From an optimization exercise on the open Yosys and OpenROAD flow, aimed at small area; shortcuts taken in it are not production practice.
The RTL was checked by simulation tests, not by an equivalence proof against the original design.
Power is estimated from default activity; no workload was simulated.

## branch_predictor
module branch_predictor (
  input  wire logic        CLK,
  input  wire logic        RST,
  input  logic [31:0]      pc,
  output logic             hit,
  output logic             pred_taken,
  output logic [31:0]      pred_target,
  input  wire logic        upd_en,
  input  logic [31:0]      upd_pc,
  input  wire logic        upd_taken,
  input  logic [31:0]      upd_target,
  input  wire logic        flush_tbl,
  output logic             mispredict,
  output logic [31:0]      upd_cnt,
  output logic [31:0]      miss_cnt
);
Size in the first run: roughly 3700 cells after synthesis, ~0.041 mm^2 of cells after synthesis.
Settings: LEC_CHECK=0, CAP_MARGIN=20, CORE_MARGIN=2, CORE_UTILIZATION=55, CTS_CLUSTER_DIAMETER=80, CTS_CLUSTER_SIZE=30, SETUP_SLACK_MARGIN=0.1, SLEW_MARGIN=20, SYNTH_HIERARCHICAL=1; clock period 8.0 ns.
run.sh (not shown) runs the stock make flow with config.mk's settings and CLKGATE_MAP_FILE= SYNTH_SCRIPT=/design/flow/synth_recipe.tcl, a recipe that flattens the netlist after the stock synthesis.
==> next run, changes <==
==> flow/flow/run.sh (new file) <==
#!/bin/bash
# Standard layout, with two changes: the port buffers are made from the
# smallest plain buffer instead of the delay buffer the default choice picks,
# and after global routing's repair the paths with spare slack are sized down.
set -euo pipefail
export BUFFER_PORTS_ARGS="-buffer_cell sky130_fd_sc_hd__buf_1"
export RECOVER_POWER=100
bash standard.sh > standard.log 2>&1
==> flow/standard.sh (new file) <==
#!/bin/bash
# synth_recipe.tcl (not shown) runs the flow's synth.tcl, then flattens the netlist and writes it again
# the make line also repeats each setting of config.mk as NAME=value (left out here)
make -C /OpenROAD-flow-scripts/flow DESIGN_CONFIG=/design/flow/config.mk WORK_HOME=/design/flow/orfs CLKGATE_MAP_FILE= SYNTH_SCRIPT=/design/flow/synth_recipe.tcl "${@:-finish}"
Settings changed: CAP_MARGIN 20 to 0, SETUP_SLACK_MARGIN 0.1 to 0.3, SLEW_MARGIN 20 to 0.
removed: flow/run.sh
- With this change the flow reached the layout checks and failed them: capacitance limit, slew limit, setup timing
- register-to-register slack degrades by 1.3 ns
- setup slack degrades by 0.47 ns
- sequential cell count is unchanged
==> next run, changes <==
==> flow/flow/run.sh (replaced) <==
#!/bin/bash
# Standard layout, with the port buffers made from the smallest plain buffer
# instead of the delay buffer the default choice picks.
set -euo pipefail
export BUFFER_PORTS_ARGS="-buffer_cell sky130_fd_sc_hd__buf_1"
bash standard.sh > standard.log 2>&1
Settings changed: CTS_BUF_LIST set to sky130_fd_sc_hd__clkbuf_8, CTS_CLUSTER_DIAMETER 80 to 50, CTS_CLUSTER_SIZE 30 to 16.
- The new run completed with no timing, DRC or antenna violations
- register-to-register slack gains 1.0 ns
- via count rises slightly
- routed wire length climbs slightly
- total power grows by a little under a tenth
- die area is unchanged
- area after synthesis stays the same
- global-route usage increases by 0.34 points
- critical path depth rose by 7
- non-clock buffer count does not change
- sequential power is about the same
- worst hold slack loses 0.0067 ns
==> next run, changes <==
Settings changed: CTS_BUF_LIST sky130_fd_sc_hd__clkbuf_8 to not set, CTS_CLUSTER_DIAMETER 50 to 70, CTS_CLUSTER_SIZE 16 to 36.
The new run finished clean.
Non-clock buffer count stays the same.
Final area went down slightly.
Maximum frequency hardly moves.
Count of clock-buffer cells in the layout went down by 64.
Global-route usage went down by 0.46 points.
Synthesized cell count is unchanged.
==> next run, changes <==
==> flow/run.sh (new file) <==
#!/bin/bash
# synth_recipe.tcl (not shown) runs the flow's synth.tcl, then flattens the netlist and writes it again
# the make line also repeats each setting of config.mk as NAME=value (left out here)
make -C /OpenROAD-flow-scripts/flow DESIGN_CONFIG=/design/flow/config.mk WORK_HOME=/design/flow/orfs CLKGATE_MAP_FILE= SYNTH_SCRIPT=/design/flow/synth_recipe.tcl finish
Settings changed: CAP_MARGIN 0 to 20, CTS_CLUSTER_DIAMETER 70 to not set, CTS_CLUSTER_SIZE 36 to not set, SETUP_SLACK_MARGIN 0.3 to 0.1, SLEW_MARGIN 0 to 20.
removed: flow/flow/run.sh
removed: flow/standard.sh
After rerunning:
- core utilization is higher by 4.5 points
- setup slack got worse by 0.24 ns
- final cell count is higher by 2.6%

[separate check: timing with driven ports]
Ports are ideal in the flow. The routed layouts listed here were re-timed in OpenROAD.
Step 1 sets driving cells, clkbuf_16 on the clock port and buf_2 on the other inputs (assumed; they add their load-dependent delay and slew).
Step 2 moves the port delays by t, midway between the first and last clock arrival at a register: inputs arrive t later, outputs are due t later. That takes back most of the time a late clock gives input paths.
a / b / c = no drivers / after step 1 / after step 2; a / b = the first two.
| run | t, ns | slack for setup (ns) | latest minus earliest clock arrival (ns) | cell pins on the clock port's net |
|---|---|---|---|---|
| the first run | 0.729 | 0.216 / 0.166 / 0.166 | 0.037 / 0.036 | 1 |
| the second run | 0.722 | -0.257 / -0.283 / -1.005 | 0.049 / 0.050 | 1 |
| the third run | 0.849 | 0.405 / 0.343 / 0.343 | 0.053 / 0.054 | 1 |
| the fourth run | 0.739 | 0.403 / 0.300 / 0.300 | 0.050 / 0.050 | 1 |
| the fifth run | 0.734 | 0.165 / 0.102 / 0.102 | 0.023 / 0.023 | 1 |
The setup slack of the second run, which loses most, moves by -0.026 ns with the drivers and by -0.748 ns with both steps.
